Background: an optimization exercise with open tools, aiming at small area, a short achievable clock period and few clock cycles per item. Do not read the settings as production practice.
RTL that was checked went through simulation tests only; none was proved equivalent to the original.
For run 1, only the layout was checked, not whether the RTL still works.

==> flow/design.v <==
`default_nettype none
package tvas_pkg;
  localparam int SAMPLE_W = 16;
  localparam int SECTOR_W = 5;
endpackage
`default_nettype wire
`default_nettype none
module tvas_ks_add #(
  parameter integer W = 8
) (
  input  wire [W-1:0] a,
  input  wire [W-1:0] b,
  input  wire         ci,
  output wire [W-1:0] s
);
  localparam integer L = (W <= 1) ? 1 : $clog2(W);
  wire [W-1:0] p0 = a ^ b;
  wire [W-1:0] g0 = a & b;
  wire [W-1:0] g [0:L];
  wire [W-1:0] p [0:L];
  assign g[0] = {g0[W-1:1], g0[0] | (p0[0] & ci)};
  assign p[0] = p0;
  genvar l, i;
  generate
    for (l = 0; l < L; l = l + 1) begin : g_lvl
      for (i = 0; i < W; i = i + 1) begin : g_bit
        if (i >= (1 << l)) begin : g_op
          assign g[l+1][i] = g[l][i] | (p[l][i] & g[l][i - (1 << l)]);
          assign p[l+1][i] = p[l][i] & p[l][i - (1 << l)];
        end else begin : g_pass
          assign g[l+1][i] = g[l][i];
          assign p[l+1][i] = p[l][i];
        end
      end
    end
  endgenerate
  assign s = p0 ^ {g[L][W-2:0], ci};
endmodule
`default_nettype wire
`default_nettype none
module tilt_vector_to_angle_sector (
  input  wire         clk,
  input  wire         rst,
  input  wire         accel_valid,
  output wire         accel_stall,
  input  wire  [15:0] accel_x,
  input  wire  [15:0] accel_y,
  output wire         sector_valid,
  input  wire         sector_stall,
  output wire  [4:0]  sector
);
  localparam integer XW  = 19;
  function automatic integer wy(input integer k);
    case (k)
      1: wy = 18; 2: wy = 18; 3: wy = 17; 4: wy = 16; 5: wy = 16;
      6: wy = 15; 7: wy = 14; 8: wy = 13; 9: wy = 12; 10: wy = 11;
      11: wy = 10; 12: wy = 9; 13: wy = 8; default: wy = 7;
    endcase
  endfunction
  function automatic [13:0] atan_step(input integer i);
    case (i)
      0: atan_step = 14'd8192; 1: atan_step = 14'd4836; 2: atan_step = 14'd2555;
      3: atan_step = 14'd1297; 4: atan_step = 14'd651;  5: atan_step = 14'd326;
      6: atan_step = 14'd163;  7: atan_step = 14'd81;   8: atan_step = 14'd41;
      9: atan_step = 14'd20;   10: atan_step = 14'd10;  11: atan_step = 14'd5;
      12: atan_step = 14'd3;   13: atan_step = 14'd1;   14: atan_step = 14'd1;
      default: atan_step = 14'd0;
    endcase
  endfunction
  function automatic [15:0] abs16(input [15:0] v);
    integer j;
    reg     any;
    begin
      any = 1'b0;
      for (j = 0; j < 16; j = j + 1) begin
        abs16[j] = v[j] ^ (v[15] & any);
        any = any | v[j];
      end
    end
  endfunction
  reg        stall_q;
  wire       accept = accel_valid & ~stall_q;
  reg        v0, sx, sy;
  reg [15:0] ax, ay;
  always @(posedge clk) begin
    if (rst) v0 <= 1'b0;
    else     v0 <= accept;
    sx <= accel_x[15];
    sy <= accel_y[15];
    ax <= abs16(accel_x);
    ay <= abs16(accel_y);
  end
  wire        d0  = sx ^ sy;
  wire [16:0] s1x = {1'b0, ax} + {1'b0, ay};
  wire [15:0] s1y = d0 ? ay - ax : ax - ay;
  wire        yz  = (ay == 16'd0);
  wire        xz  = (ax == 16'd0);
  reg [16:0] n1x;
  reg [15:0] n1y;
  reg        n1d, n1b;
  always @* begin
    n1x = s1x; n1y = s1y; n1d = d0; n1b = sx;
    if (yz) begin
      n1x = 17'd32768; n1y = 16'd0 - 16'd32766; n1d = 1'b1; n1b = sx;
    end else if (xz) begin
      n1x = 17'd22000; n1y = 16'd0 - 16'd18000; n1d = 1'b0; n1b = sy;
    end
  end
  reg        v1, d0_1, b1;
  reg [16:0] x1;
  reg [15:0] y1;
  always @(posedge clk) begin
    if (rst) v1 <= 1'b0;
    else     v1 <= v0;
    x1   <= n1x;
    y1   <= n1y;
    d0_1 <= n1d;
    b1   <= n1b;
  end
  wire [XW*13-1:0] vx_bus;
  wire [18*13-1:0] vy_bus;
  wire [16*14-1:0] d_bus;
  wire [13:1]      b_bus;
  wire [13:1]      v_bus;
  wire [1:0]       d1314;             
  assign vx_bus[XW*1 +: XW] = {x1, 2'b00};
  assign vy_bus[18*1 +: 18] = {y1, 2'b00};
  assign d_bus[16*1 +: 16]  = {15'd0, d0_1};
  assign b_bus[1]           = b1;
  assign v_bus[1]           = v1;
  genvar k;
  generate
    for (k = 1; k <= 12; k = k + 1) begin : g_rot
      localparam integer W  = wy(k);
      localparam integer WN = wy(k + 1);
      localparam integer MW = W - 1 - k;   
      wire [XW-1:0]       vx = vx_bus[XW*k +: XW];
      wire signed [W-1:0] vy = vy_bus[18*k +: W];
      wire                dk = ~vy[W-1];     
      wire signed [W-1:0] ysh = vy >>> k;
      wire [XW-1:0]       xsh = (k < 10) ? (vx >> k) : (vx >> (k - 8));
      wire [XW-1:0] nx;
      if (MW > 0) begin : g_m
        wire [MW-1:0] m = ysh[MW-1:0] ^ {MW{~dk}};
        tvas_ks_add #(.W(XW)) u_xa (.a(vx), .b({{(XW-MW){1'b0}}, m}), .ci(~dk), .s(nx));
      end else if (k < 10) begin : g_inc
        assign nx = vx + {{(XW-1){1'b0}}, ~dk};
      end else begin : g_inc_s
        assign nx = {8'd0, vx[10:0] + {10'd0, ~dk}};
      end
      wire [XW-1:0] nxr;                   
      if (k == 9) begin : g_sat
        assign nxr = {8'd0, nx[18:10], (&nx[9:2]) ? nx[1:0] : 2'b00};
      end else begin : g_nosat
        assign nxr = nx;
      end
      wire [WN-1:0] xs = xsh[WN-1:0] ^ {WN{dk}};
      wire [WN-1:0] ny;
      tvas_ks_add #(.W(WN)) u_ya (.a(vy[WN-1:0]), .b(xs), .ci(dk), .s(ny));
      reg bq, vq;
      always @(posedge clk) begin
        if (rst) vq <= 1'b0;
        else     vq <= v_bus[k];
        bq <= b_bus[k];
      end
      assign b_bus[k+1] = bq;
      assign v_bus[k+1] = vq;
      if (k < 12) begin : g_xy
        reg [((k < 9) ? XW : 11)-1:0] xq;
        reg [WN-1:0] yq;
        always @(posedge clk) begin
          xq <= nxr;
          yq <= ny;
        end
        assign vx_bus[XW*(k+1) +: XW] = {{(XW - ((k < 9) ? XW : 11)){1'b0}}, xq};
        assign vy_bus[18*(k+1) +: 18] = {{(18-WN){yq[WN-1]}}, yq};
      end
      if (k < 10) begin : g_d
        reg [k:0] dq;
        always @(posedge clk) dq <= {dk, d_bus[16*k +: k]};
        assign d_bus[16*(k+1) +: 16] = {{(15-k){1'b0}}, dq};
      end else begin : g_l
        wire [5:0] dlo = d_bus[16*k +: 6];
        wire [8:0] lin;
        if (k == 10) begin : g_l0
          wire [3:0] dm = d_bus[16*k + 6 +: 4];
          assign lin = ({9{dm[0]}} & 9'd163) + ({9{dm[1]}} & 9'd81) +
                       ({9{dm[2]}} & 9'd41)  + ({9{dm[3]}} & 9'd20);
        end else begin : g_l1
          assign lin = d_bus[16*k + 6 +: 9];
        end
        localparam [13:0] AK = atan_step(k);
        wire [8:0] lnx = lin + ({9{dk}} & AK[8:0]);
        if (k < 12) begin : g_lr
          reg [8:0] lq;
          reg [5:0] dq;
          always @(posedge clk) begin
            lq <= lnx;
            dq <= dlo;
          end
          assign d_bus[16*(k+1) +: 16] = {1'b0, lq, dq};
        end else begin : g_t
          reg [14:0] tlo;
          always @* begin
            case (dlo)
              6'd0: tlo = 15'd23677;
              6'd1: tlo = 15'd31869;
              6'd2: tlo = 15'd28513;
              6'd3: tlo = 15'd3937;
              6'd4: tlo = 15'd26232;
              6'd5: tlo = 15'd1656;
              6'd6: tlo = 15'd31068;
              6'd7: tlo = 15'd6492;
              6'd8: tlo = 15'd24974;
              6'd9: tlo = 15'd398;
              6'd10: tlo = 15'd29810;
              6'd11: tlo = 15'd5234;
              6'd12: tlo = 15'd27529;
              6'd13: tlo = 15'd2953;
              6'd14: tlo = 15'd32365;
              6'd15: tlo = 15'd7789;
              6'd16: tlo = 15'd24328;
              6'd17: tlo = 15'd32520;
              6'd18: tlo = 15'd29164;
              6'd19: tlo = 15'd4588;
              6'd20: tlo = 15'd26883;
              6'd21: tlo = 15'd2307;
              6'd22: tlo = 15'd31719;
              6'd23: tlo = 15'd7143;
              6'd24: tlo = 15'd25625;
              6'd25: tlo = 15'd1049;
              6'd26: tlo = 15'd30461;
              6'd27: tlo = 15'd5885;
              6'd28: tlo = 15'd28180;
              6'd29: tlo = 15'd3604;
              6'd30: tlo = 15'd248;
              6'd31: tlo = 15'd8440;
              6'd32: tlo = 15'd24003;
              6'd33: tlo = 15'd32195;
              6'd34: tlo = 15'd28839;
              6'd35: tlo = 15'd4263;
              6'd36: tlo = 15'd26558;
              6'd37: tlo = 15'd1982;
              6'd38: tlo = 15'd31394;
              6'd39: tlo = 15'd6818;
              6'd40: tlo = 15'd25300;
              6'd41: tlo = 15'd724;
              6'd42: tlo = 15'd30136;
              6'd43: tlo = 15'd5560;
              6'd44: tlo = 15'd27855;
              6'd45: tlo = 15'd3279;
              6'd46: tlo = 15'd32691;
              6'd47: tlo = 15'd8115;
              6'd48: tlo = 15'd24654;
              6'd49: tlo = 15'd78;
              6'd50: tlo = 15'd29490;
              6'd51: tlo = 15'd4914;
              6'd52: tlo = 15'd27209;
              6'd53: tlo = 15'd2633;
              6'd54: tlo = 15'd32045;
              6'd55: tlo = 15'd7469;
              6'd56: tlo = 15'd25951;
              6'd57: tlo = 15'd1375;
              6'd58: tlo = 15'd30787;
              6'd59: tlo = 15'd6211;
              6'd60: tlo = 15'd28506;
              6'd61: tlo = 15'd3930;
              6'd62: tlo = 15'd574;
              6'd63: tlo = 15'd8766;
              default: tlo = 15'd0;
            endcase
          end
          wire [10:0] o1 = {1'b0, tlo[9:0]};
          wire [10:0] o2 = {2'b00, lin};
          wire [10:0] o3 = {9'd0, dk, dk};
          wire [10:0] cs = o1 ^ o2 ^ o3;
          wire [10:0] cc = {(o1[9:0] & o2[9:0]) | (o1[9:0] & o3[9:0]) | (o2[9:0] & o3[9:0]), 1'b0};
          wire [10:0] sq_n;
          tvas_ks_add #(.W(11)) u_sq (.a(cs), .b(cc), .ci(1'b0), .s(sq_n));
          reg [4:0]  hq;
          reg [10:0] sq;
          always @(posedge clk) begin
            hq <= tlo[14:10];
            sq <= sq_n;
          end
          assign d_bus[16*(k+1) +: 16] = {hq, sq};
          wire       d13 = ~ny[WN-1];
          wire       e    = ~dk & (&vx[4:0]);
          wire [5:0] x13s = vx[10:5];
          wire [6:0] ua = {1'b1, ~x13s};       
          wire [6:0] ub = {1'b0, x13s};
          wire [6:0] sa = vy[6:0] ^ xs[6:0] ^ ua;
          wire [6:0] sb = vy[6:0] ^ xs[6:0] ^ ub;
          wire [6:0] ca = {(vy[5:0] & xs[5:0]) | (vy[5:0] & ua[5:0]) | (xs[5:0] & ua[5:0]), dk};
          wire [6:0] cb = {(vy[5:0] & xs[5:0]) | (vy[5:0] & ub[5:0]) | (xs[5:0] & ub[5:0]), dk};
          wire [6:0] y14a, y14b;
          tvas_ks_add #(.W(7)) u_y14a (.a(sa), .b(ca), .ci(~e), .s(y14a));
          tvas_ks_add #(.W(7)) u_y14b (.a(sb), .b(cb), .ci(e), .s(y14b));
          reg d13q, d14q;
          always @(posedge clk) begin
            d13q <= d13;
            d14q <= d13 ? ~y14a[6] : ~y14b[6];
          end
          assign d1314 = {d14q, d13q};
        end
      end
    end
  endgenerate
  wire [10:0] s13  = d_bus[16*13 +: 11];
  wire [4:0]  h13  = d_bus[16*13 + 11 +: 5];
  wire        d13f = d1314[0];
  wire        d14f = d1314[1];
  wire        all1 = &s13[9:1];
  wire        cy   = s13[10] | (all1 & s13[0] & (d13f | d14f)) |
                     (all1 & ~s13[0] & d13f & d14f);
  wire [4:0]  hb   = h13 ^ {b_bus[13], 4'b0000};
  wire [4:0]  hb1  = (h13 + 5'd1) ^ {b_bus[13], 4'b0000};
  wire [4:0]  pd   = cy ? hb1 : hb;
  wire        pv   = v_bus[13];
  localparam integer DEPTH = 14;         
  localparam integer CAP   = DEPTH + 2;  
  localparam integer CW    = 5;
  localparam integer PW    = 4;          
  reg  [CW-1:0] cnt_q;
  reg           out_v;
  reg  [4:0]    out_d;
  reg  [4:0]    fq [0:(1 << PW) - 1];
  reg  [PW-1:0] wp, rp;
  wire          f_empty = (wp == rp);
  wire [4:0]    fhead   = fq[rp];
  wire          push_go = pv & ~f_empty;
  wire          push_ho = pv & (out_v | ~f_empty);
  wire          pop_go  = ~f_empty;
  wire          pop_ho  = ~out_v & ~f_empty;
  wire          ov_go   = pv | ~f_empty;
  wire          ov_ho   = out_v | pv | ~f_empty;
  wire [4:0]    od_go   = f_empty ? pd : fhead;
  wire [4:0]    od_ho   = out_v ? out_d : od_go;
  wire          push = sector_stall ? push_ho : push_go;
  wire          pop  = sector_stall ? pop_ho  : pop_go;
  wire [CW-1:0] cnt_p   = cnt_q + 1'b1;
  wire [CW-1:0] cnt_m   = cnt_q - 1'b1;
  wire [CW-1:0] cnt_go  = ~out_v ? (accept ? cnt_p : cnt_q) : (accept ? cnt_q : cnt_m);
  wire [CW-1:0] cnt_ho  = accept ? cnt_p : cnt_q;
  wire          st_go   = ~out_v ? (accept ? (cnt_q >= CAP - 1) : (cnt_q >= CAP))
                                 : (accept ? (cnt_q >= CAP)     : (cnt_q >= CAP + 1));
  wire          st_ho   = accept ? (cnt_q >= CAP - 1) : (cnt_q >= CAP);
  always @(posedge clk) begin
    if (rst) begin
      cnt_q   <= {CW{1'b0}};
      stall_q <= 1'b0;
      out_v   <= 1'b0;
      wp      <= {PW{1'b0}};
      rp      <= {PW{1'b0}};
    end else begin
      cnt_q   <= sector_stall ? cnt_ho : cnt_go;
      stall_q <= sector_stall ? st_ho  : st_go;
      out_v   <= sector_stall ? ov_ho  : ov_go;
      if (push) wp <= wp + 1'b1;
      if (pop)  rp <= rp + 1'b1;
    end
  end
  always @(posedge clk) begin
    out_d <= sector_stall ? od_ho : od_go;
    if (pv) fq[wp] <= pd;
  end
  assign accel_stall  = stall_q;
  assign sector_valid = out_v;
  assign sector       = out_d;
endmodule
`default_nettype wire
==> flow/run.sh <==
#!/bin/bash
# synth_recipe.tcl (not shown) runs the flow's synth.tcl, then flattens the netlist and writes it again
# the make line also repeats each setting of config.mk as NAME=value (left out here)
make -C /OpenROAD-flow-scripts/flow DESIGN_CONFIG=/design/flow/config.mk WORK_HOME=/design/flow/orfs CLKGATE_MAP_FILE= SYNTH_SCRIPT=/design/flow/synth_recipe.tcl finish
==> flow/config.mk <==
export PLATFORM = sky130hd
export DESIGN_NAME = tilt_vector_to_angle_sector
export DESIGN_NICKNAME = tilt_vector_to_angle_sector
export VERILOG_FILES = /design/flow/design.v
export SDC_FILE = /design/flow/constraint.sdc
export NUM_CORES = 4
export LEC_CHECK = 0
export ABC_AREA = 1
export CAP_MARGIN = 20
export CORE_MARGIN = 2
export CORE_UTILIZATION = 40
export SETUP_SLACK_MARGIN = 2.5
export SLEW_MARGIN = 20
==> flow/constraint.sdc <==
create_clock -name core_clock -period 5.0 [get_ports {clk}]
set_input_delay 1.0000 -clock core_clock [delete_from_list [all_inputs] [get_ports {clk}]]
set_output_delay 1.0000 -clock core_clock [all_outputs]
set_load 0.01 [all_outputs]
==> notes.md, run 1 <==
setup slack at placement=2.041 ns; Distinct cells, synth=65; area taken by flip-flops and latches=0.01376 mm2; max capacitance violation total=0; average footprint of a synthesized cell=8.591 um2; Least-Margin Pin Slew=0.9061 ns; ratio of routed vias to standard cells=4.878; wire length per cell after detailed routing=14.43 um; setup violators final=0; number of nets produced by synthesis=4500; total wirelength of the detailed-routed design=77940 um; number of synthesized flops with an enable pin=85; die boundary width=300.9 um; First DRT Iteration DRCs=1784; yosys synthesis warning count=14; synthesized cell area=0.03525 mm2; number of I/O port buffers=42; Setup TNS Final=0 ns; fraction of post-synthesis cell area in the top cell type by area=0.3169; Final Hold Viols=0; Via Count=26354; data arrival at the endpoint of the critical path=3.06 ns; cell repeated most along the worst path=sky130_fd_sc_hd__nand2_1; Num CTS Buffers=74; Cells on Worst Hold Path=0; dpl hpwl=59580 um; Critical Path Source Type=flop; hold_ws=0.3201 ns; initial core utilization=0.4051; TritonRoute pass-1 iters=7; most common cell after layout, fill and taps aside=sky130_fd_sc_hd__nand2_1; share of post-route cells with drive strength above 1=0.06944; setup repair after global routing missed its margin=yes; vias in the first global route=25417; Total Routing Usage GR=0.1712; worst path cell trace=fa_1 > inv_1 > ha_1 > fa_2 > nand3_1 > nand3_1 > nand2_1 > nand2_1 > a21oi_2 > o21ai_0 > nand2_1 > nand2_1 > xor2_1; cell row count=108; ranking of synthesized cells by area=sky130_fd_sc_hd__dfxtp_1 (32%), sky130_fd_sc_hd__ha_1 (11%), sky130_fd_sc_hd__xor2_1 (8.7%), sky130_fd_sc_hd__edfxtp_1 (7.2%), sky130_fd_sc_hd__nand2_1 (7.2%); result of the run=timing/DRC/antenna clean; worst slew margin relative to its limit=0.3930; area leader, netlist=sky130_fd_sc_hd__dfxtp_1; grt total ovfl=0; register bit total from synthesis=643; critical path start-end classification=flop to flop; slowest cell on the critical path=sky130_fd_sc_hd__fa_1; Worst R2R Path Depth=13; core footprint=0.08702 mm2; fillers=8489; DRC violations left=0; post-place instance area=0.03681 mm2; ratio of final minimum period to clock period=0.5094; Worst Setup End Kind=flop; synthesized instance count=4103; net count of the finished layout=4584; die footprint=0.09052 mm2; WP data required=5.51 ns; CTS root buffer=sky130_fd_sc_hd__clkbuf_16; boundary pin count=43; clock tree from TritonCTS=done; number of buffers added to fix hold violations after cts=0; final cell area excluding filler cells=0.03987 mm2; deepest level of the CTS H-tree=3; Slew Viols, Final=0; FMAX=392.6 MHz; clock-pin transition on the worst setup and hold timing paths=0.06 ns; final estimated routing congestion in global placement=0.8881; DIE HEIGHT=300.9 um; predominant post-synthesis flop cell=sky130_fd_sc_hd__dfxtp_1; final critical delay including setup and external delays=2.547 ns; class of the most critical hold timing path=flop to flop; worst-skew pair later-pin latency=0.61 ns; number of antenna violations at the first check in global routing=1; async set-reset flop share out of synthesis=0; total clock sinks=643; largest fanout of any net on the critical path=10; final worst clock skew=0.03352 ns; combined area of the multi-input logic cells=0.01947 mm2; Post-DRT Antenna Nets=0; register area share after synthesis=0.3893; number of buffers on the longest clock path=3; global-route wire length before repair=127900 um; top library cells by usage in the layout, fill and taps aside=sky130_fd_sc_hd__nand2_1 (673), sky130_fd_sc_hd__dfxtp_1 (546), sky130_fd_sc_hd__inv_1 (454); longest individual stage delay on the worst path=0.51 ns; pin count of the biggest net entering global routing=42; Area Overhead vs Synth=13.09%; number of antenna repair diodes=0; slack of the critical path=2.453 ns
[per-stage QoR]
step / utilization / cells
after floorplan: - / 4103
after global placement: 0.4230 / 5232
after detailed placement: 0.4230 / 5232
after CTS: 0.4534 / 5369
after global routing: 0.4581 / 5403
final: 0.4581 / 5403
[synthesized netlist by cell type, drive strengths merged (38+ instances only)]
master and instances:
nand4 43, o21ai 243, fa 38, buf 47
a21oi 289, ha 323, xnor2 216, nand2 683
nor3 52, edfxtp 85, inv 469, nand3 188
dfxtp 558, nor2 294, xor2 349
[flip-flops by register name (all words and copies together), names as in the netlist, 15 cells and up, named ones only]
| signal | count |
|---|---|
| ax | 16 |
| ay | 16 |
| fq | 80 |
| g_rot.g_d.dq | 54 |
| g_rot.g_l.g_lr.lq | 18 |
| g_rot.g_l.g_t.tlo | 15 |
| g_rot.g_xy.xq | 184 |
| g_rot.g_xy.yq | 150 |
| x1 | 16 |
| y1 | 16 |
[critical path, delay by kind of cell, from the launching register on]
| kind | cells | cell delay (ns) |
|---|---|---|
| xor gates and xnor gates | 1 | 0.13 |
| adders and majority gates | 3 | 1.12 |
| buffers and inverters | 1 | 0.04 |
| and+or+nand+nor | 6 | 0.45 |
| AOI/OAI and AO/OA | 2 | 0.29 |
| DFF | 1 | 0.40 |
[per-layer routing]
layer / up-vias / track usage / part of all wire
met5: - / 0 / 0.00017
met4: 2 / 0.04951 / 0.021
met3: 118 / 0.02547 / 0.043
met2: 494 / 0.2778 / 0.45
met1: 12067 / 0.2359 / 0.49
li1: 13673 / - / -
[layout make-up]
cell class,count,area share
inverter,471,0.04435
multi-input combinational,2912,0.4884
clock inverter,29,0.01058
timing repair buffer,85,0.02056
clock buffer,108,0.05470
tap,1155,0.03625
sequential,643,0.3451
[path summary, 6_finish.rpt]
check,start,to,slack (ns)
setup / recovery,g_rot[11].g_xy.yq[8]$_DFF_P_,g_rot[12].g_l.g_t.sq[9]$_DFF_P_,2.45
hold / removal,g_rot[8].g_d.dq[8]$_DFF_P_,g_rot[9].g_d.dq[8]$_DFF_P_,0.32
setup reg to reg,g_rot[11].g_xy.yq[8]$_DFF_P_,g_rot[12].g_l.g_t.sq[9]$_DFF_P_,2.45
hold reg to reg,g_rot[8].g_d.dq[8]$_DFF_P_,g_rot[9].g_d.dq[8]$_DFF_P_,0.32
[timing repair]
action | 4_1_cts | 5_1_grt
setup buffers | 0 | 33
gates resized for setup | 26 | 26
endpoints found under the setup margin | 119 | 77
cloned | 0 | 1
[cell families (layout without fill, tap and decap cells)]
group                    Yosys count  in the layout  synth area share
AO/OA/AOI/OAI                    686            686            0.1122
XOR/XNOR                         565            565            0.1406
adder cells (fa/ha/maj)          361            361            0.1362
buffers and inverters            548            693           0.06133
flip-flops                       643            643            0.3893
multiplexers                       1              1         0.0002840
AND/OR/NAND/NOR                 1299           1299            0.1600
==> run 2, diff against run 1 <==
--- a/flow/design.v
+++ b/flow/design.v
@@ -92,6 +92,10 @@
   end
   wire        d0  = sx ^ sy;
-  wire [16:0] s1x = {1'b0, ax} + {1'b0, ay};
-  wire [15:0] s1y = d0 ? ay - ax : ax - ay;
+  wire [16:0] s1x;
+  wire [15:0] dyx, dxy;
+  tvas_ks_add #(.W(17)) u_s1x (.a({1'b0, ax}), .b({1'b0, ay}), .ci(1'b0), .s(s1x));
+  tvas_ks_add #(.W(16)) u_dyx (.a(ay), .b(~ax), .ci(1'b1), .s(dyx));
+  tvas_ks_add #(.W(16)) u_dxy (.a(ax), .b(~ay), .ci(1'b1), .s(dxy));
+  wire [15:0] s1y = d0 ? dyx : dxy;
   wire        yz  = (ay == 16'd0);
   wire        xz  = (ax == 16'd0);
@@ -123,5 +127,5 @@
   wire [13:1]      b_bus;
   wire [13:1]      v_bus;
-  wire [1:0]       d1314;             
+  wire [2:0]       d1214;             
   assign vx_bus[XW*1 +: XW] = {x1, 2'b00};
   assign vy_bus[18*1 +: 18] = {y1, 2'b00};
@@ -271,11 +275,6 @@
             endcase
           end
-          wire [10:0] o1 = {1'b0, tlo[9:0]};
-          wire [10:0] o2 = {2'b00, lin};
-          wire [10:0] o3 = {9'd0, dk, dk};
-          wire [10:0] cs = o1 ^ o2 ^ o3;
-          wire [10:0] cc = {(o1[9:0] & o2[9:0]) | (o1[9:0] & o3[9:0]) | (o2[9:0] & o3[9:0]), 1'b0};
           wire [10:0] sq_n;
-          tvas_ks_add #(.W(11)) u_sq (.a(cs), .b(cc), .ci(1'b0), .s(sq_n));
+          tvas_ks_add #(.W(11)) u_sq (.a({1'b0, tlo[9:0]}), .b({2'b00, lin}), .ci(1'b0), .s(sq_n));
           reg [4:0]  hq;
           reg [10:0] sq;
@@ -297,10 +296,11 @@
           tvas_ks_add #(.W(7)) u_y14a (.a(sa), .b(ca), .ci(~e), .s(y14a));
           tvas_ks_add #(.W(7)) u_y14b (.a(sb), .b(cb), .ci(e), .s(y14b));
-          reg d13q, d14q;
+          reg d12q, d13q, d14q;
           always @(posedge clk) begin
+            d12q <= dk;
             d13q <= d13;
             d14q <= d13 ? ~y14a[6] : ~y14b[6];
           end
-          assign d1314 = {d14q, d13q};
+          assign d1214 = {d14q, d13q, d12q};
         end
       end
@@ -309,9 +309,7 @@
   wire [10:0] s13  = d_bus[16*13 +: 11];
   wire [4:0]  h13  = d_bus[16*13 + 11 +: 5];
-  wire        d13f = d1314[0];
-  wire        d14f = d1314[1];
-  wire        all1 = &s13[9:1];
-  wire        cy   = s13[10] | (all1 & s13[0] & (d13f | d14f)) |
-                     (all1 & ~s13[0] & d13f & d14f);
+  wire [2:0]  sml  = {1'b0, d1214[0], d1214[0]} + {2'b00, d1214[1]} + {2'b00, d1214[2]};
+  wire [3:0]  lo3  = {1'b0, s13[2:0]} + {1'b0, sml};
+  wire        cy   = s13[10] | ((&s13[9:3]) & lo3[3]);
   wire [4:0]  hb   = h13 ^ {b_bus[13], 4'b0000};
   wire [4:0]  hb1  = (h13 + 5'd1) ^ {b_bus[13], 4'b0000};
--- a/flow/config.mk
+++ b/flow/config.mk
@@ -9,5 +9,5 @@
 export CAP_MARGIN = 20
 export CORE_MARGIN = 2
-export CORE_UTILIZATION = 40
+export CORE_UTILIZATION = 55
 export SETUP_SLACK_MARGIN = 2.5
 export SLEW_MARGIN = 20
==> notes.md, run 2 <==
area taken by flip-flops and latches=0.01378 mm2 (was 0.01376 mm2); global-route wire length before repair=124200 um (was 127900 um); share of the core filled with cells in the final layout=0.6227 (was 0.4581); launch point of the worst reg-to-reg path=ax[8]$_DFF_P_ (was g_rot[11].g_xy.yq[8]$_DFF_P_); filler-free cell count of the finished design=5085 (was 5403); worst setup slack for register-to-register paths=2.61 ns (was 2.45 ns); Total Routing Usage GR=0.2274 (was 0.1712); worst-skew pair later-pin latency=0.61 ns (about the same); result of the run=timing/DRC/antenna clean (unchanged); cell row count=92 (was 108); setup slack at placement=2.026 ns (was 2.041 ns); worst path cell trace=clkdlybuf4s50_1 (was fa_1 > inv_1 > ha_1 > fa_2 > nand3_1 > nand3_1 > nand2_1 > nand2_1 > a21oi_2 > o21ai_0 > nand2_1 > nand2_1 > xor2_1); family of cells with the greatest summed delay on the critical path=buffers and inverters (was adder cells); register area share after synthesis=0.3894 (was 0.3893); area leader, netlist=sky130_fd_sc_hd__dfxtp_1 (unchanged); WP data required=4.00 ns (was 5.51 ns); final estimated routing congestion in global placement=0.8802 (was 0.8881); die footprint=0.06622 mm2 (was 0.09052 mm2); Largest register FFs=184 (unchanged); longest individual stage delay on the worst path=0.53 ns (was 0.51 ns); CTS root buffer=sky130_fd_sc_hd__clkbuf_16 (unchanged); DIE HEIGHT=257.3 um (was 300.9 um); number of antenna violations at the first check in global routing=0 (was 1); fraction of post-synthesis cell area in the top cell type by area=0.3170 (was 0.3169); Cells on Worst Hold Path=0 (unchanged); net count of the finished layout=4577 (was 4584); final worst clock skew=0.01596 ns (was 0.03352 ns); critical path start-end classification=flop to primary output (was flop to flop); worst slew margin relative to its limit=0.5107 (was 0.3930); Critical Path Source Type=flop (unchanged); TritonRoute pass-1 iters=6 (was 7); Final Hold Viols=0 (unchanged); top library cells by usage in the layout, fill and taps aside=sky130_fd_sc_hd__nand2_1 (682), sky130_fd_sc_hd__dfxtp_1 (547), sky130_fd_sc_hd__inv_1 (463) (was sky130_fd_sc_hd__nand2_1 (673), sky130_fd_sc_hd__dfxtp_1 (546), sky130_fd_sc_hd__inv_1 (454)); Distinct cells, synth=69 (was 65); deepest level of the CTS H-tree=3 (unchanged); number of synthesized flops with an enable pin=85 (unchanged); ratio of routed vias to standard cells=5.117 (was 4.878); share of post-route cells with drive strength above 1=0.06369 (was 0.06944); ranking of synthesized cells by area=sky130_fd_sc_hd__dfxtp_1 (32%), sky130_fd_sc_hd__ha_1 (11%), sky130_fd_sc_hd__xor2_1 (8.6%), sky130_fd_sc_hd__nand2_1 (7.3%), sky130_fd_sc_hd__edfxtp_1 (7.2%) (was sky130_fd_sc_hd__dfxtp_1 (32%), sky130_fd_sc_hd__ha_1 (11%), sky130_fd_sc_hd__xor2_1 (8.7%), sky130_fd_sc_hd__edfxtp_1 (7.2%), sky130_fd_sc_hd__nand2_1 (7.2%)); die boundary width=257.3 um (was 300.9 um); slowest cell on the critical path=sky130_fd_sc_hd__clkdlybuf4s50_1 (was sky130_fd_sc_hd__fa_1); synthesized cell area=0.03530 mm2 (was 0.03525 mm2); terminating pin of the worst hold path=g_rot[10].g_l.g_lr.dq[2]$_DFF_P_ (was g_rot[9].g_d.dq[8]$_DFF_P_); number of buffers on the longest clock path=3 (unchanged); async set-reset flop share out of synthesis=0 (unchanged); wire length per cell after detailed routing=14.80 um (was 14.43 um); initial core utilization=0.5575 (was 0.4051); vias in the first global route=25059 (was 25417); Slew Viols, Final=0 (unchanged); FMAX=409.6 MHz (was 392.6 MHz); DRC violations left=0 (unchanged); max capacitance violation total=0 (unchanged); core footprint=0.06331 mm2 (was 0.08702 mm2); fillers=5712 (was 8489); boundary pin count=43 (unchanged); Num CTS Buffers=71 (was 74); ratio of final minimum period to clock period=0.4882 (was 0.5094); grt total ovfl=0 (unchanged); clock tree from TritonCTS=done (unchanged); class of the most critical hold timing path=flop to flop (unchanged); cell count after placement=4928 (was 5232); Via Count=26021 (was 26354); end of the worst register-to-register path=y1[3]$_SDFF_PP0_ (was g_rot[12].g_l.g_t.sq[9]$_DFF_P_); final critical delay including setup and external delays=2.441 ns (was 2.547 ns); Worst Path Buf+Inv=1 (unchanged); Hold Startpoint=g_rot[9].g_d.dq[2]$_DFF_P_ (was g_rot[8].g_d.dq[8]$_DFF_P_); most common cell after layout, fill and taps aside=sky130_fd_sc_hd__nand2_1 (unchanged); most repeated cell in the gate-level netlist after synthesis=sky130_fd_sc_hd__nand2_1 (unchanged); setup repair after global routing missed its margin=yes (unchanged); data arrival at the endpoint of the critical path=1.44 ns (was 3.06 ns); dpl hpwl=58380 um (was 59580 um); yosys synthesis warning count=14 (unchanged); number of I/O port buffers=42 (unchanged); register bit total from synthesis=644 (was 643); predominant post-synthesis flop cell=sky130_fd_sc_hd__dfxtp_1 (unchanged); number of antenna repair diodes=0 (unchanged); total wirelength of the detailed-routed design=75270 um (was 77940 um); Least-Margin Pin Slew=0.7316 ns (was 0.9061 ns); First DRT Iteration DRCs=1478 (was 1784); pin count of the biggest net entering global routing=41 (was 42); synthesized instance count=4103 (unchanged); largest fanout of any net on the critical path=1 (was 10); leading cell types by count after synthesis=sky130_fd_sc_hd__nand2_1 (685), sky130_fd_sc_hd__dfxtp_1 (559), sky130_fd_sc_hd__inv_1 (464) (was sky130_fd_sc_hd__nand2_1 (675), sky130_fd_sc_hd__dfxtp_1 (558), sky130_fd_sc_hd__inv_1 (454)); Worst Setup End Kind=primary output (was flop); setup violators final=0 (unchanged); Worst R2R Path Depth=8 (was 13); average footprint of a synthesized cell=8.603 um2 (was 8.591 um2); total clock sinks=644 (was 643); slack of the critical path=2.559 ns (was 2.453 ns); combined area of the multi-input logic cells=0.01947 mm2 (about the same); number of nets produced by synthesis=4495 (was 4500); registers with the highest flip-flop counts=g_rot.g_xy.xq (184), g_rot.g_xy.yq (150), fq (80) (unchanged); register with the highest flop count=g_rot.g_xy.xq (unchanged); clock-pin transition on the worst setup and hold timing paths=0.06 ns (about the same); Post-DRT Antenna Nets=0 (unchanged); Setup TNS Final=0 ns (unchanged); Area Overhead vs Synth=11.70% (was 13.09%)
## run 2: metrics by stage
step / area, um2 / hold slack (ns)
2_1_floorplan: 35300 / 0.3096
3_3_place_gp: 36460 / 0.3104
3_5_place_dp: 36470 / 0.3121
4_1_cts: 39000 / 0.3178
5_1_grt: 39430 / 0.3223
6_report: 39430 / 0.3200
## run 2: metal layers
| layer | track usage | share of wire |
|---|---|---|
| met5 | 0 | 0 |
| met4 | 0.06342 | 0.025 |
| met3 | 0.03300 | 0.038 |
| met2 | 0.3819 | 0.46 |
| met1 | 0.3051 | 0.48 |
## run 2: worst max-delay path by stage
| stage | startpoint | end | slack, ns | cells past startpoint |
|---|---|---|---|---|
| 5_1_grt | g_rot[12].g_l.g_t.d12q$_DFF_P_ | out_d[3]$_DFFE_PP_ | 2.48 | 12 |
| 3_5_place_dp | g_rot[2].g_xy.yq[16]$_DFF_P_ | g_rot[3].g_xy.xq[16]$_DFF_P_ | 2.03 | 9 |
| 2_1_floorplan | g_rot[5].g_xy.yq[14]$_DFF_P_ | g_rot[6].g_xy.yq[10]$_DFF_P_ | 2.62 | 10 |
| 6_report | out_d[4]$_DFFE_PP_ | sector[4] | 2.56 | 1 |
| 3_3_place_gp | g_rot[2].g_xy.yq[16]$_DFF_P_ | g_rot[3].g_xy.yq[12]$_DFF_P_ | 2.07 | 10 |
| 4_1_cts | g_rot[11].g_xy.yq[8]$_DFF_P_ | g_rot[12].g_l.g_t.d14q$_DFF_P_ | 2.50 | 11 |
## run 2: cells by family after synthesis
family	Yosys count	share of synthesized area
AOI/OAI and AO/OA	655	0.1080
xor gates and xnor gates	564	0.1402
adders and majority gates	356	0.1341
buffers and inverters	551	0.06221
DFF	644	0.3894
muxes	14	0.003970
and+or+nand+nor	1319	0.1622
## run 2: what timing repair did
item | in CTS | in global routing
gates resized for setup | 22 | 36
buffers inserted | 1 | 28
hold buffers | 0 | 0
endpoints found under the setup margin | 164 | 124
pin swaps | 0 | 2
cloned | 0 | 1
## run 2: area by class of cell
type,instances,share of cell area
multi-input cells,2908,0.4939
flip-flops and latches,644,0.3495
clock buffers,104,0.05208
inverters,476,0.04538
well taps,846,0.02685
repair buffers,84,0.02193
clock inverters,23,0.01038
Testbench counts of run 2, summed over its fixed seeds: cycles 16,120, items 16,000.
==> run 3, diff against run 2 <==
--- a/flow/config.mk
+++ b/flow/config.mk
@@ -9,5 +9,5 @@
 export CAP_MARGIN = 20
 export CORE_MARGIN = 2
-export CORE_UTILIZATION = 55
-export SETUP_SLACK_MARGIN = 2.5
+export CORE_UTILIZATION = 40
+export SETUP_SLACK_MARGIN = 2.2
 export SLEW_MARGIN = 20
==> notes.md, run 3 <==
Least-Margin Pin Slew=0.6844 ns (was 0.7316 ns); critical path start-end classification=flop to flop (was flop to primary output); ratio of final minimum period to clock period=0.5185 (was 0.4882); final worst clock skew=0.04398 ns (was 0.01596 ns); leading cell types by count after synthesis=sky130_fd_sc_hd__nand2_1 (685), sky130_fd_sc_hd__dfxtp_1 (559), sky130_fd_sc_hd__inv_1 (464) (unchanged); Via Count=25928 (was 26021); Total Routing Usage GR=0.1653 (was 0.2274); clock tree from TritonCTS=done (unchanged); global-route wire length before repair=124500 um (was 124200 um); ranking of synthesized cells by area=sky130_fd_sc_hd__dfxtp_1 (32%), sky130_fd_sc_hd__ha_1 (11%), sky130_fd_sc_hd__xor2_1 (8.6%), sky130_fd_sc_hd__nand2_1 (7.3%), sky130_fd_sc_hd__edfxtp_1 (7.2%) (unchanged); top library cells by usage in the layout, fill and taps aside=sky130_fd_sc_hd__nand2_1 (684), sky130_fd_sc_hd__dfxtp_1 (549), sky130_fd_sc_hd__inv_1 (464) (was sky130_fd_sc_hd__nand2_1 (682), sky130_fd_sc_hd__dfxtp_1 (547), sky130_fd_sc_hd__inv_1 (463)); async set-reset flop share out of synthesis=0 (unchanged); Num CTS Buffers=71 (unchanged); number of nets produced by synthesis=4495 (unchanged); final estimated routing congestion in global placement=0.8833 (was 0.8802); worst path cell trace=buf_4 > xnor2_1 > ha_1 > a21oi_1 > a21boi_1 > inv_1 > a21o_1 > nand3_1 > nand2_1 > xor2_1 (was clkdlybuf4s50_1); predominant post-synthesis flop cell=sky130_fd_sc_hd__dfxtp_1 (unchanged); deepest level of the CTS H-tree=3 (unchanged); class of the most critical hold timing path=flop to flop (unchanged); Largest register FFs=184 (unchanged); setup slack at placement=1.940 ns (was 2.026 ns); adder-cell share of the synthesized area=0.1341 (unchanged); number of synthesized flops with an enable pin=85 (unchanged); TritonRoute pass-1 iters=5 (was 6); clock-pin transition on the worst setup and hold timing paths=0.06 ns (about the same); share of post-route cells with drive strength above 1=0.05484 (was 0.06369); Post-DRT Antenna Nets=0 (unchanged); core footprint=0.08716 mm2 (was 0.06331 mm2); vias in the first global route=25203 (was 25059); family of cells with the greatest summed delay on the critical path=compound AO/OA/AOI/OAI gates (was buffers and inverters); max capacitance violation total=0 (unchanged); Area Overhead vs Synth=11.94% (was 11.70%); setup violators final=0 (unchanged); number of antenna repair diodes=0 (unchanged); dpl hpwl=58810 um (was 58380 um); worst-skew pair later-pin latency=0.63 ns (was 0.61 ns); Worst Setup End Kind=flop (was primary output); Distinct cells, synth=69 (unchanged); number of buffers on the longest clock path=3 (unchanged); die boundary width=301.1 um (was 257.3 um); ratio of routed vias to standard cells=4.831 (was 5.117); DIE HEIGHT=301.1 um (was 257.3 um); fraction of post-synthesis cell area in the top cell type by area=0.3170 (unchanged); synthesized instance count=4103 (unchanged); number of buffers added to fix hold violations after cts=0 (unchanged); Slew Viols, Final=0 (unchanged); result of the run=timing/DRC/antenna clean (unchanged); xor-xnor portion of the synthesized cell area=0.1402 (unchanged); initial core utilization=0.4050 (was 0.5575); setup repair after global routing missed its margin=no (was yes); register with the highest flop count=g_rot.g_xy.xq (unchanged); slack of the critical path=2.408 ns (was 2.559 ns); largest fanout of any net on the critical path=17 (was 1); cell row count=108 (was 92); net count of the finished layout=4547 (was 4577); final critical delay including setup and external delays=2.592 ns (was 2.441 ns); most common cell after layout, fill and taps aside=sky130_fd_sc_hd__nand2_1 (unchanged); FMAX=385.8 MHz (was 409.6 MHz); average footprint of a synthesized cell=8.603 um2 (unchanged); number of I/O port buffers=42 (unchanged); total clock sinks=644 (unchanged); boundary pin count=43 (unchanged); grt total ovfl=0 (unchanged); DRC violations left=0 (unchanged); slowest cell on the critical path=sky130_fd_sc_hd__dfxtp_2 (was sky130_fd_sc_hd__clkdlybuf4s50_1); most repeated cell in the gate-level netlist after synthesis=sky130_fd_sc_hd__nand2_1 (unchanged); worst slew margin relative to its limit=0.5423 (was 0.5107); area leader, netlist=sky130_fd_sc_hd__dfxtp_1 (unchanged); complex-gate fraction of the synthesized area=0.1080 (unchanged); Worst Path Buf+Inv=2 (was 1); Setup TNS Final=0 ns (unchanged); Final Hold Viols=0 (unchanged); Post-CTS Setup Inserts=0 (was 1); total wirelength of the detailed-routed design=74550 um (was 75270 um); pin count of the biggest net entering global routing=41 (unchanged); main combinational cell family by area after synthesis=simple AND/OR/NAND/NOR gates (unchanged); die footprint=0.09064 mm2 (was 0.06622 mm2); yosys synthesis warning count=14 (unchanged); data arrival at the endpoint of the critical path=3.07 ns (was 1.44 ns); Critical Path Source Type=flop (unchanged); wire length per cell after detailed routing=13.89 um (was 14.80 um); number of antenna violations at the first check in global routing=0 (unchanged); CTS root buffer=sky130_fd_sc_hd__clkbuf_16 (unchanged); share of synthesized cell area in and, or, nand and nor gates=0.1622 (unchanged); register area share after synthesis=0.3894 (unchanged); synthesized cell area=0.03530 mm2 (unchanged); fraction of synthesized area in multiplexers=0.003970 (unchanged); First DRT Iteration DRCs=1340 (was 1478); registers with the highest flip-flop counts=g_rot.g_xy.xq (184), g_rot.g_xy.yq (150), fq (80) (unchanged); WP data required=5.48 ns (was 4.00 ns); longest individual stage delay on the worst path=0.52 ns (was 0.53 ns); register bit total from synthesis=644 (unchanged)
## run 3: logic make-up (layout without fill, tap and decap cells)
logic type	Yosys count	after routing
AOI/OAI and AO/OA	655	655
xor gates and xnor gates	564	564
adders and majority gates	356	356
buffers and inverters	551	660
DFF	644	644
muxes	14	14
and+or+nand+nor	1319	1319
## run 3: final timing paths
kind                                      from                              end  depth (start not counted)  slack [ns]
max               g_rot[3].g_xy.yq[15]$_DFF_P_     g_rot[4].g_xy.yq[12]$_DFF_P_                         10        2.41
min          g_rot[12].g_l.g_t.tlo[10]$_DFF_P_  g_rot[12].g_l.g_t.hq[0]$_DFF_P_                          0        0.29
max reg2reg       g_rot[3].g_xy.yq[15]$_DFF_P_     g_rot[4].g_xy.yq[12]$_DFF_P_                         10        2.41
min reg2reg  g_rot[12].g_l.g_t.tlo[10]$_DFF_P_  g_rot[12].g_l.g_t.hq[0]$_DFF_P_                          0        0.29
## run 3: repair_timing
| item | in CTS | in global routing |
|---|---|---|
| endpoints found under the setup margin | 9 | 28 |
| resized for setup | 5 | 10 |
| hold endpoints to repair | 0 | 0 |
## run 3: per-stage QoR
stage / hold WS (ns) / utilization / cells / instance area [um2]
final: 0.2927 / 0.4533 / 5367 / 39510
after global routing: 0.3063 / 0.4533 / 5367 / 39510
after CTS: 0.2875 / 0.4531 / 5367 / 39490
after detailed placement: 0.3121 / 0.4228 / 5237 / 36850
after global placement: 0.3103 / 0.4228 / 5237 / 36850
after floorplan: 0.3096 / - / 4103 / 35300
## run 3: final cells by class
type                            count  area (um2)
Inverter                          476        1789
Multi-Input combinational cell   2908       19370
Fill cell                        8479       47650
Clock inverter                     35       644.4
Tap cell                         1155        1445
Timing Repair Buffer               54       514.2
Clock buffer                       95        1987
Sequential cell                   644       13760
## run 3: routing by layer
layer  global-route usage  up-vias  routed length [um]
met1               0.2239    11802               36060
met2               0.2752      410               34070
li1                     -    13602                   -
met4              0.04963        0                1690
met3              0.02060      114                2724
met5                    0        -                   0
==> run 4, diff against run 3 <==
--- a/flow/config.mk
+++ b/flow/config.mk
@@ -10,4 +10,4 @@
 export CORE_MARGIN = 2
 export CORE_UTILIZATION = 40
-export SETUP_SLACK_MARGIN = 2.2
+export SETUP_SLACK_MARGIN = 2.8
 export SLEW_MARGIN = 20
==> notes.md, run 4 <==
result of the run=timing/DRC/antenna clean (unchanged); clock-pin transition on the worst setup and hold timing paths=0.06 ns (about the same); CTS root buffer=sky130_fd_sc_hd__clkbuf_16 (unchanged); Post-DRT Antenna Nets=0 (unchanged); registers with the highest flip-flop counts=g_rot.g_xy.xq (184), g_rot.g_xy.yq (150), fq (80) (unchanged); total wirelength of the detailed-routed design=81220 um (was 74550 um); TritonRoute pass-1 iters=7 (was 5); worst-skew pair later-pin latency=0.63 ns (about the same); metal2 WL=38370 um (was 34070 um); register with the highest flop count=g_rot.g_xy.xq (unchanged); average footprint of a synthesized cell=8.603 um2 (unchanged); dpl hpwl=58450 um (was 58810 um); largest fanout of any net on the critical path=6 (was 17); WP data required=5.52 ns (was 5.48 ns); routed length on met1=38370 um (was 36060 um); register area share after synthesis=0.3894 (unchanged); Final Hold Viols=0 (unchanged); die boundary width=301.1 um (unchanged); Area Overhead vs Synth=22.12% (was 11.94%); total clock sinks=644 (unchanged); Setup TNS Final=0 ns (unchanged); data arrival at the endpoint of the critical path=2.80 ns (was 3.07 ns); number of nets produced by synthesis=4495 (unchanged); slack of the critical path=2.723 ns (was 2.408 ns); synthesized instance count=4103 (unchanged); setup slack at placement=2.057 ns (was 1.940 ns); most repeated cell in the gate-level netlist after synthesis=sky130_fd_sc_hd__nand2_1 (unchanged); Distinct cells, synth=69 (unchanged); most common cell after layout, fill and taps aside=sky130_fd_sc_hd__nand2_1 (unchanged); net count of the finished layout=4739 (was 4547); number of antenna repair diodes=0 (unchanged); global-route wire length before repair=127400 um (was 124500 um); clock tree from TritonCTS=done (unchanged); Critical Path Source Type=flop (unchanged); number of synthesized flops with an enable pin=85 (unchanged); uppermost layer routed=met4 (unchanged); DIE HEIGHT=301.1 um (unchanged); First DRT Iteration DRCs=1720 (was 1340); register bit total from synthesis=644 (unchanged); Total Routing Usage GR=0.1704 (was 0.1653); setup repair after global routing missed its margin=yes (was no); cell row count=108 (unchanged); synthesized cell area=0.03530 mm2 (unchanged); initial core utilization=0.4050 (unchanged); async set-reset flop share out of synthesis=0 (unchanged); die footprint=0.09064 mm2 (unchanged); share of post-route cells with drive strength above 1=0.1815 (was 0.05484); Slew Viols, Final=0 (unchanged); area leader, netlist=sky130_fd_sc_hd__dfxtp_1 (unchanged); DRC violations left=0 (unchanged); ratio of routed vias to standard cells=4.866 (was 4.831); deepest level of the CTS H-tree=3 (unchanged); yosys synthesis warning count=14 (unchanged); setup violators final=0 (unchanged); top library cells by usage in the layout, fill and taps aside=sky130_fd_sc_hd__nand2_1 (627), sky130_fd_sc_hd__dfxtp_1 (526), sky130_fd_sc_hd__inv_1 (438) (was sky130_fd_sc_hd__nand2_1 (684), sky130_fd_sc_hd__dfxtp_1 (549), sky130_fd_sc_hd__inv_1 (464)); Worst Setup End Kind=flop (unchanged); ranking of synthesized cells by area=sky130_fd_sc_hd__dfxtp_1 (32%), sky130_fd_sc_hd__ha_1 (11%), sky130_fd_sc_hd__xor2_1 (8.6%), sky130_fd_sc_hd__nand2_1 (7.3%), sky130_fd_sc_hd__edfxtp_1 (7.2%) (unchanged); wire length per cell after detailed routing=14.62 um (was 13.89 um); worst slew margin relative to its limit=0.4869 (was 0.5423); vias in the first global route=25689 (was 25203); max capacitance violation total=0 (unchanged); final critical delay including setup and external delays=2.277 ns (was 2.592 ns); detailed route wirelength on metal3=2909 um (was 2724 um); final worst clock skew=0.02506 ns (was 0.04398 ns); fraction of post-synthesis cell area in the top cell type by area=0.3170 (unchanged); core footprint=0.08716 mm2 (unchanged); Least-Margin Pin Slew=0.7673 ns (was 0.6844 ns); grt total ovfl=0 (unchanged); leading cell types by count after synthesis=sky130_fd_sc_hd__nand2_1 (685), sky130_fd_sc_hd__dfxtp_1 (559), sky130_fd_sc_hd__inv_1 (464) (unchanged); pin count of the biggest net entering global routing=42 (was 41); number of I/O port buffers=42 (unchanged); number of buffers on the longest clock path=3 (unchanged); critical path start-end classification=flop to flop (unchanged); Largest register FFs=184 (unchanged); predominant post-synthesis flop cell=sky130_fd_sc_hd__dfxtp_1 (unchanged); final estimated routing congestion in global placement=0.8691 (was 0.8833); ratio of final minimum period to clock period=0.4554 (was 0.5185); number of buffers added to fix hold violations after cts=0 (unchanged); Num CTS Buffers=71 (unchanged); number of antenna violations at the first check in global routing=0 (unchanged); Via Count=27038 (was 25928); boundary pin count=43 (unchanged); FMAX=439.2 MHz (was 385.8 MHz); class of the most critical hold timing path=flop to flop (unchanged)
## run 4: logic make-up (layout without fill, tap and decap cells)
| logic type | Yosys count | in the layout | share of synthesized area |
|---|---|---|---|
| XOR/XNOR | 564 | 564 | 0.1402 |
| AO/OA/AOI/OAI | 655 | 655 | 0.1080 |
| AND/OR/NAND/NOR | 1319 | 1321 | 0.1622 |
| adder cells (fa/ha/maj) | 356 | 356 | 0.1341 |
| flip-flops | 644 | 644 | 0.3894 |
| buffers and inverters | 551 | 847 | 0.06221 |
| multiplexers | 14 | 14 | 0.003970 |
## run 4: per-layer routing
layer / track usage / up-vias
li1: - / 13959
met1: 0.2305 / 12524
met2: 0.2848 / 463
met3: 0.02024 / 92
met4: 0.05070 / 0
met5: 0 / -
## run 4: final cells by class
class / count / area (um2)
timing repair buffer: 244 / 2191
inverter: 476 / 1798
clock inverter: 27 / 379.1
clock buffer: 100 / 1998
fill: 8074 / 44050
tap: 1155 / 1445
multi-input combinational: 2910 / 21480
sequential: 644 / 13810
## run 4: repair_timing
action	4_1_cts	5_1_grt
setup buffers	55	135
cloned	3	3
gates resized for setup	162	413
endpoints found under the setup margin	314	227
pin swaps	31	205
## run 4: metrics by stage
step	area, um2	cells	utilization	hold WS [ns]
finish	43100	5556	0.4945	0.3131
global route	43100	5556	0.4945	0.3082
CTS	40190	5418	0.4612	0.3119
detailed placement	36850	5233	0.4228	0.3121
global placement	36850	5233	0.4228	0.3108
floorplan	35360	4103	-	0.3096
## run 4: worst paths after layout
| path | slack [ns] | endpoint | depth (start not counted) | startpoint |
|---|---|---|---|---|
| max | 2.72 | g_rot[2].g_xy.yq[13]$_DFF_P_ | 10 | g_rot[1].g_xy.yq[17]$_DFF_P_ |
| min | 0.31 | g_rot[9].g_d.dq[1]$_DFF_P_ | 0 | g_rot[8].g_d.dq[1]$_DFF_P_ |
| max reg2reg | 2.72 | g_rot[2].g_xy.yq[13]$_DFF_P_ | 10 | g_rot[1].g_xy.yq[17]$_DFF_P_ |
| min reg2reg | 0.31 | g_rot[9].g_d.dq[1]$_DFF_P_ | 0 | g_rot[8].g_d.dq[1]$_DFF_P_ |
## run 4: critical path, cell delays in order, from the launching register on
cell and delay, ns:
sky130_fd_sc_hd__dfxtp_4 0.38, sky130_fd_sc_hd__buf_8 0.15, sky130_fd_sc_hd__buf_6 0.12, sky130_fd_sc_hd__xnor2_2 0.12, sky130_fd_sc_hd__ha_1 0.35, sky130_fd_sc_hd__a21oi_2 0.15
sky130_fd_sc_hd__nand2_2 0.11, sky130_fd_sc_hd__nand3_2 0.10, sky130_fd_sc_hd__nand4_1 0.22, sky130_fd_sc_hd__a31oi_1 0.25, sky130_fd_sc_hd__xor2_1 0.23
==> run 5, diff against run 4 <==
--- a/flow/config.mk
+++ b/flow/config.mk
@@ -10,4 +10,4 @@
 export CORE_MARGIN = 2
 export CORE_UTILIZATION = 40
-export SETUP_SLACK_MARGIN = 2.8
+export SETUP_SLACK_MARGIN = 2.6
 export SLEW_MARGIN = 20
==> notes.md, run 5 <==
result of the run=timing/DRC/antenna clean (unchanged); worst slew margin relative to its limit=0.5358 (was 0.4869); average footprint of a synthesized cell=8.603 um2 (unchanged); fillers=8384 (was 8074); deepest level of the CTS H-tree=3 (unchanged); combined area of the multi-input logic cells=0.01970 mm2 (was 0.02148 mm2); met2 track utilization from global routing=0.2771 (was 0.2848); met3 routing resource usage after global routing=0.02068 (was 0.02024); max capacitance violation total=0 (unchanged); xor-xnor portion of the synthesized cell area=0.1402 (unchanged); Slew Viols, Final=0 (unchanged); register bit total from synthesis=644 (unchanged); wire length per cell after detailed routing=14.01 um (was 14.62 um); filler-free cell count of the finished design=5439 (was 5556); Largest register FFs=184 (unchanged); share of synthesized cell area in and, or, nand and nor gates=0.1622 (unchanged); setup slack at placement=1.940 ns (was 2.057 ns); dpl hpwl=58810 um (was 58450 um); core footprint=0.08716 mm2 (unchanged); clock-pin transition on the worst setup and hold timing paths=0.06 ns (about the same); total stage count of the critical path=11 (was 10); yosys synthesis warning count=14 (unchanged); main combinational cell family by area after synthesis=simple AND/OR/NAND/NOR gates (unchanged); async set-reset flop share out of synthesis=0 (unchanged); Worst Setup End Kind=flop (unchanged); Least-Margin Pin Slew=0.6899 ns (was 0.7673 ns); WP data required=5.49 ns (was 5.52 ns); ratio of routed vias to standard cells=4.834 (was 4.866); most common cell after layout, fill and taps aside=sky130_fd_sc_hd__nand2_1 (unchanged); Total Routing Usage GR=0.1663 (was 0.1704); Area Overhead vs Synth=14.87% (was 22.12%); Distinct cells, synth=69 (unchanged); largest fanout of any net on the critical path=12 (was 6); number of I/O port buffers=42 (unchanged); number of antenna violations at the first check in global routing=0 (unchanged); FMAX=428.0 MHz (was 439.2 MHz); routing layer with the top usage in global route=met2 (unchanged); number of antenna repair diodes=0 (unchanged); setup violators final=0 (unchanged); Worst Path Buf+Inv=2 (unchanged); adder-cell share of the synthesized area=0.1341 (unchanged); ratio of final minimum period to clock period=0.4673 (was 0.4554); worst-skew pair later-pin latency=0.63 ns (about the same); number of buffers on the longest clock path=3 (unchanged); slowest cell on the critical path=sky130_fd_sc_hd__fa_1 (was sky130_fd_sc_hd__dfxtp_4); net count of the finished layout=4619 (was 4739); predominant post-synthesis flop cell=sky130_fd_sc_hd__dfxtp_1 (unchanged); pin count of the biggest net entering global routing=41 (was 42); share of the core filled with cells in the final layout=0.4652 (was 0.4945); initial core utilization=0.4050 (unchanged); register with the highest flop count=g_rot.g_xy.xq (unchanged); slack of the critical path=2.663 ns (was 2.723 ns); Post-DRT Antenna Nets=0 (unchanged); die boundary width=301.1 um (unchanged); DIE HEIGHT=301.1 um (unchanged); final worst clock skew=0.04445 ns (was 0.02506 ns); register area share after synthesis=0.3894 (unchanged); number of nets produced by synthesis=4495 (unchanged); registers with the highest flip-flop counts=g_rot.g_xy.xq (184), g_rot.g_xy.yq (150), fq (80) (unchanged); Via Count=26293 (was 27038); CTS root buffer=sky130_fd_sc_hd__clkbuf_16 (unchanged); leading cell types by count after synthesis=sky130_fd_sc_hd__nand2_1 (685), sky130_fd_sc_hd__dfxtp_1 (559), sky130_fd_sc_hd__inv_1 (464) (unchanged); synthesized instance count=4103 (unchanged); share of post-route cells with drive strength above 1=0.08613 (was 0.1815); final critical delay including setup and external delays=2.337 ns (was 2.277 ns); Worst R2R Path Depth=11 (was 10); Setup TNS Final=0 ns (unchanged); total clock sinks=644 (unchanged); area taken by flip-flops and latches=0.01379 mm2 (was 0.01381 mm2); fraction of synthesized area in multiplexers=0.003970 (unchanged); cell count after placement=5237 (was 5233); complex-gate fraction of the synthesized area=0.1080 (unchanged); top library cells by usage in the layout, fill and taps aside=sky130_fd_sc_hd__nand2_1 (678), sky130_fd_sc_hd__dfxtp_1 (544), sky130_fd_sc_hd__inv_1 (463) (was sky130_fd_sc_hd__nand2_1 (627), sky130_fd_sc_hd__dfxtp_1 (526), sky130_fd_sc_hd__inv_1 (438)); met1 demand-to-capacity share in global routing=0.2249 (was 0.2305); most repeated cell in the gate-level netlist after synthesis=sky130_fd_sc_hd__nand2_1 (unchanged); final estimated routing congestion in global placement=0.8833 (was 0.8691); synthesized cell area=0.03530 mm2 (unchanged); worst path cell trace=buf_12 > xnor2_2 > fa_1 > nand3b_1 > nand2_1 > a21boi_2 > inv_1 > nand2_2 > nor3_4 > nand3_1 > xnor2_1 (was buf_8 > buf_6 > xnor2_2 > ha_1 > a21oi_2 > nand2_2 > nand3_2 > nand4_1 > a31oi_1 > xor2_1); total wirelength of the detailed-routed design=76190 um (was 81220 um); vias in the first global route=25314 (was 25689); die footprint=0.09064 mm2 (unchanged); family of cells with the greatest summed delay on the critical path=simple AND/OR/NAND/NOR gates (unchanged); number of buffers added to fix hold violations after cts=0 (unchanged); Final Hold Viols=0 (unchanged); fraction of post-synthesis cell area in the top cell type by area=0.3170 (unchanged); class of the most critical hold timing path=flop to flop (unchanged); boundary pin count=43 (unchanged); number of synthesized flops with an enable pin=85 (unchanged); data arrival at the endpoint of the critical path=2.83 ns (was 2.80 ns); Num CTS Buffers=71 (unchanged); First DRT Iteration DRCs=1363 (was 1720); area leader, netlist=sky130_fd_sc_hd__dfxtp_1 (unchanged); grt total ovfl=0 (unchanged); clock tree from TritonCTS=done (unchanged); ranking of synthesized cells by area=sky130_fd_sc_hd__dfxtp_1 (32%), sky130_fd_sc_hd__ha_1 (11%), sky130_fd_sc_hd__xor2_1 (8.6%), sky130_fd_sc_hd__nand2_1 (7.3%), sky130_fd_sc_hd__edfxtp_1 (7.2%) (unchanged); Cells on Worst Hold Path=0 (unchanged); longest individual stage delay on the worst path=0.43 ns (was 0.38 ns); setup repair after global routing missed its margin=yes (unchanged); cell row count=108 (unchanged); critical path start-end classification=flop to flop (unchanged); Critical Path Source Type=flop (unchanged); DRC violations left=0 (unchanged); global-route wire length before repair=125100 um (was 127400 um); TritonRoute pass-1 iters=5 (was 7)
==> run 5: changes by cell type in the layout (fill, tap and decap cells not counted), sizes merged, moves of 3 or more <==
cell         previous run  this run
clkinv                 14        19
clkbuf                103        95
bufinv                  5        12
buf                   205        83
dlygate4sd2             0         7
inv                   480       477
==> run 5: cell families after synthesis <==
kind of cell    after synthesis
simple gates               1319
compound gates              655
flops                       644
xor+xnor                    564
buf+inv                     551
fa+ha+maj                   356
mux                          14
==> run 5: path summary, 6_finish.rpt <==
check | end | from | slack [ns]
max reg2reg | g_rot[7].g_xy.xq[18]$_DFF_P_ | g_rot[6].g_xy.yq[13]$_DFF_P_ | 2.66
min | g_rot[12].g_l.g_t.hq[0]$_DFF_P_ | g_rot[12].g_l.g_t.tlo[10]$_DFF_P_ | 0.29
min reg2reg | g_rot[12].g_l.g_t.hq[0]$_DFF_P_ | g_rot[12].g_l.g_t.tlo[10]$_DFF_P_ | 0.29
max | g_rot[7].g_xy.xq[18]$_DFF_P_ | g_rot[6].g_xy.yq[13]$_DFF_P_ | 2.66
==> run 5: layout make-up <==
type                            instances  area share
Clock buffer                           95     0.04900
Sequential cell                       644      0.3402
Clock inverter                         35     0.01589
Multi-Input combinational cell       2908      0.4859
Timing Repair Buffer                  126     0.02925
Tap cell                             1155     0.03564
Inverter                              476     0.04419
==> run 5: what timing repair did <==
action                                  CTS  global route
hold endpoints to repair                  0             0
cloned                                    1             0
pin swaps                                 1            22
buffers inserted                          4            67
gates resized for setup                  44            93
endpoints found under the setup margin  187           137
==> run 5: worst register-to-register path, stage by stage, from the launching register on <==
cell	delay (ns)
sky130_fd_sc_hd__dfxtp_4	0.37
sky130_fd_sc_hd__buf_12	0.15
sky130_fd_sc_hd__xnor2_2	0.18
sky130_fd_sc_hd__fa_1	0.44
sky130_fd_sc_hd__nand3b_1	0.17
sky130_fd_sc_hd__nand2_1	0.12
sky130_fd_sc_hd__a21boi_2	0.09
sky130_fd_sc_hd__inv_1	0.10
sky130_fd_sc_hd__nand2_2	0.09
sky130_fd_sc_hd__nor3_4	0.24
sky130_fd_sc_hd__nand3_1	0.11
sky130_fd_sc_hd__xnor2_1	0.14
==> run 5: metal layers <==
layer | vias up | wire length (um)
met5 | - | 0
met4 | 0 | 1638
met3 | 114 | 2851
met2 | 432 | 35110
met1 | 12002 | 36590
li1 | 13745 | -
==> run 5: per-stage QoR <==
stage               hold slack [ns]  area [um2]
finish                       0.2921       40550
global route                 0.3063       40550
CTS                          0.2875       39660
detailed placement           0.3121       36850
global placement             0.3103       36850
floorplan                    0.3096       35300

## static timing again, ports no longer ideal
In the flow no input, the clock included, has a driving cell. The finished layouts below were timed again as built, in two steps.
Step 1 assumes that a clkbuf_16 drives the clock port and a buf_2 every other input.
Step 2 also shifts input and output timing later by t, the mid clock arrival at the registers, as if the neighbouring blocks saw the same clock.
Three values: ideal ports, drivers, drivers and shift; two values: the first two.
run	shift t [ns]	slack for setup (ns)	hold slack, ns
run 1	0.665	2.453 / 2.453 / 2.238	0.320 / 0.320 / 0.320
run 2	0.663	2.559 / 2.493 / 2.272	0.320 / 0.320 / 0.320
run 3	0.675	2.408 / 2.399 / 2.253	0.293 / 0.293 / 0.293
run 4	0.682	2.723 / 2.723 / 2.307	0.313 / 0.313 / 0.313
run 5	0.676	2.663 / 2.619 / 2.249	0.292 / 0.292 / 0.292
After both steps setup and hold are still met in every run listed. For run 4, which loses most, drivers alone change the setup slack by 0.000 ns; drivers and shift together by -0.416 ns.
